Background: an optimization exercise with open tools, aiming at small area and a short achievable clock period. Do not read the settings as production practice. In this exercise RTL edits were held to simulation tests only and were not proved equivalent to the original.

run A:
// fft8_top
module fft8_top (
    input  logic         clk,
    input  logic         reset_n,
    input  logic         valid_in,
    input  logic [143:0] x_re,
    input  logic [143:0] x_im,
    output logic         valid_out,
    output logic [143:0] y_re,
    output logic [143:0] y_im
);
Settings: LEC_CHECK=0, CAP_MARGIN=20, CORE_MARGIN=2, CORE_UTILIZATION=40, CTS_CLUSTER_DIAMETER=100, CTS_CLUSTER_SIZE=28, SLEW_MARGIN=20; clock period 12.0 ns.
standard.sh (not shown) runs the stock make flow with config.mk's settings and CLKGATE_MAP_FILE= SYNTH_SCRIPT=/design/flow/synth_recipe.tcl, a recipe that flattens the netlist after the stock synthesis.
==> flow/flow/run.sh <==
#!/bin/bash
# Layout flow: the standard flow (standard.sh), with two changes:
#  1. after the standard synthesis, flow/polopt.py re-chooses the polarity of
#     each full-adder cell (a full adder is self-dual) to remove inverters;
#     it also puts the latest-arriving input of each full adder on its fastest
#     pin (CIN); the logic function and every register are unchanged;
#  2. the port buffers use sky130_fd_sc_hd__buf_1;
#  3. the timing repair after CTS and global routing works on every path
#     whose slack is under SETUP_SLACK_MARGIN (the constraints are unchanged).
set -euo pipefail
R=$PWD/orfs/results/sky130hd/fft8_top/base
export SETUP_SLACK_MARGIN=7.2
export BUFFER_PORTS_ARGS="-buffer_cell sky130_fd_sc_hd__buf_1"
bash standard.sh $R/1_2_yosys.v > synth_make.log 2>&1
cp $R/1_2_yosys.v standard_synth_netlist.v
python3 flow/polopt.py standard_synth_netlist.v $R/1_2_yosys.v > polopt.log 2>&1
bash standard.sh > layout_make.log 2>&1
Other scripts of this flow, unchanged in this note and not shown: flow/flow/polopt.py
Input changes introduced in run B (baseline for comparison: run A):
diff --git a/flow/flow/run.sh b/flow/flow/run.sh
--- a/flow/flow/run.sh
+++ b/flow/flow/run.sh
@@ -5,10 +5,7 @@
 #     it also puts the latest-arriving input of each full adder on its fastest
 #     pin (CIN); the logic function and every register are unchanged;
-#  2. the port buffers use sky130_fd_sc_hd__buf_1;
-#  3. the timing repair after CTS and global routing works on every path
-#     whose slack is under SETUP_SLACK_MARGIN (the constraints are unchanged).
+#  2. the port buffers use sky130_fd_sc_hd__buf_1.
 set -euo pipefail
 R=$PWD/orfs/results/sky130hd/fft8_top/base
-export SETUP_SLACK_MARGIN=7.2
 export BUFFER_PORTS_ARGS="-buffer_cell sky130_fd_sc_hd__buf_1"
 bash standard.sh $R/1_2_yosys.v > synth_make.log 2>&1
[summary]
As of run B, post-route non-filler standard cell count had fallen slightly compared to run A.
Taking run A as the reference, in run B buffers inserted during post-CTS setup optimization went down 24; worst setup slack went down by 390 ps; delay of the slowest cell on the worst path climbed 260 ps.
Path type of the worst setup path: reg2out -> run A, reg2reg -> run B
Setup changes, run B to run C
Settings: PLACE_DENSITY now 0.8, previously not set; CORE_UTILIZATION now 60, was 40.
diff --git a/flow/flow/run.sh b/flow/flow/run.sh
--- a/flow/flow/run.sh
+++ b/flow/flow/run.sh
@@ -5,7 +5,10 @@
 #     it also puts the latest-arriving input of each full adder on its fastest
 #     pin (CIN); the logic function and every register are unchanged;
-#  2. the port buffers use sky130_fd_sc_hd__buf_1.
+#  2. the port buffers use sky130_fd_sc_hd__buf_1;
+#  3. the timing repair after CTS and global routing works on every path
+#     whose slack is under SETUP_SLACK_MARGIN (the constraints are unchanged).
 set -euo pipefail
 R=$PWD/orfs/results/sky130hd/fft8_top/base
+export SETUP_SLACK_MARGIN=7.4
 export BUFFER_PORTS_ARGS="-buffer_cell sky130_fd_sc_hd__buf_1"
 bash standard.sh $R/1_2_yosys.v > synth_make.log 2>&1
--- outcome ---
Every run in the comparison, run B and run C, completed the flow with a clean layout.
Summary of run C over run B: non-clock buffer count in the final layout higher, worst path setup slack after routing higher, number of I/O port buffers roughly the same, area overhead of the layout relative to synthesis higher.
Run C ends up with a core region area that is 0.048 sq mm lower than in run B.
Fill cell instance count of the final layout: run C lower than run B
Overall fraction of global-route tracks in use ended up 7.7 points higher on run C than on run B.
For run C, the start-to-end type of the worst setup path was reg2out, unlike run B, where it was reg2reg.
Run B -> run C: post-detailed-placement half-perimeter wirelength decreased by more than 10%
Critical path depth delta for run C relative to run B: 6 lower
> inputs changed (run C -> run D)
Settings: CTS_CLUSTER_DIAMETER: 100 -> unset; PLACE_DENSITY: 0.8 -> unset; CORE_UTILIZATION: 60 -> 40; CTS_CLUSTER_SIZE: 28 -> unset.
==> flow/flow/run.sh <==
#!/bin/bash
# Layout flow: the standard flow (standard.sh), with two changes:
#  1. after the standard synthesis, flow/polopt.py re-chooses the polarity of
#     each full-adder cell (a full adder is self-dual) to remove inverters;
#     the logic function and every register are unchanged;
#  2. the port buffers use sky130_fd_sc_hd__buf_1.
set -euo pipefail
R=$PWD/orfs/results/sky130hd/fft8_top/base
export BUFFER_PORTS_ARGS="-buffer_cell sky130_fd_sc_hd__buf_1"
bash standard.sh $R/1_2_yosys.v > synth_make.log 2>&1
cp $R/1_2_yosys.v standard_synth_netlist.v
python3 flow/polopt.py standard_synth_netlist.v $R/1_2_yosys.v > polopt.log 2>&1
bash standard.sh > layout_make.log 2>&1
Notes after the runs:
- Wire length of the first global-routing pass was lower in run C than in run D.
- [run D] number of antenna repair diodes fell 7 relative to run C
- Delta (run D minus run C): worst setup slack lost 430 ps, area share of buffers outside the clock network now sits lower, met1 track utilization from global routing decreased 7.4 points.
- Timing, DRC, antenna: 0 failures across run D and run C
Changes in run E relative to run D:
Settings: an added CTS_CLUSTER_SIZE of 28; an added CTS_CLUSTER_DIAMETER of 100.
==> notes.md <==
Looking at count of clock-buffer cells in the layout, run E sits 136 below run D.
In the tables for run E and run D, clock-pin slew on the worst setup and hold paths reads higher with run E.
Taking run E as 1.0, run D lands at 1.06 on design area.
Against run D, run E reports a worst path required time that is lower.
Delta (run E minus run D): largest stage delay on the critical path held steady.
Comparing run D against run E, there is no change at all in number of design rule violations left after detail routing.
Going from run D to run E, global-route wire length before repair shrinks by 1.7%.
--- input diff run E..run F ---
Settings: swapping 40 for 55 in CORE_UTILIZATION.
diff --git a/flow/flow/run.sh b/flow/flow/run.sh
--- a/flow/flow/run.sh
+++ b/flow/flow/run.sh
@@ -3,5 +3,6 @@
 #  1. after the standard synthesis, flow/polopt.py re-chooses the polarity of
 #     each full-adder cell (a full adder is self-dual) to remove inverters;
-#     the logic function and every register are unchanged;
+#     it also puts the latest-arriving input of each full adder on its fastest
+#     pin (CIN); the logic function and every register are unchanged;
 #  2. the port buffers use sky130_fd_sc_hd__buf_1.
 set -euo pipefail
==> notes.md <==
Run F vs run E: global-route usage up
Comparing run E and run F, the higher total iterations of the first detailed-routing run was measured on run F.
Relative to run E, run F improves post-detailed-routing wire length.
Run E -> run F: number of gates resized after cts delta 0, exact match
Run F packs its core more tightly than run E.

-- what the ideal ports hide --
How much do the figures lean on ideal ports? The routed layouts below were timed once more, with nothing changed but the port constraints. Step 1 (the two cells are an assumption about what drives the block):
set clk [get_ports {clk}]
set_driving_cell -lib_cell sky130_fd_sc_hd__clkbuf_16 $clk
set_driving_cell -lib_cell sky130_fd_sc_hd__buf_2 [delete_from_list [all_inputs] $clk]
Step 2 also shifts input and output timing later by t, the mid clock arrival at the registers, as if the neighbouring blocks saw the same clock. a / b / c = ideal ports / drivers / drivers and shift; a / b = the first two.
| run | t, ns | slack for setup (ns) | worst setup path at the end |
|---|---|---|---|
| run A | 0.795 | 7.108 / 7.025 / 6.455 | input to register |
| run B | 0.787 | 6.719 / 6.719 / 6.222 | input to register |
| run C | 0.758 | 7.141 / 7.067 / 6.580 | input to register |
| run D | 0.839 | 6.712 / 6.712 / 6.291 | input to register |
| run E | 0.787 | 6.719 / 6.719 / 6.222 | input to register |
| run F | 0.772 | 6.724 / 6.724 / 6.399 | input to register |
After both steps setup and hold are still met in every run listed. For run A, which loses most, drivers alone change the setup slack by -0.083 ns; drivers and shift together by -0.653 ns.
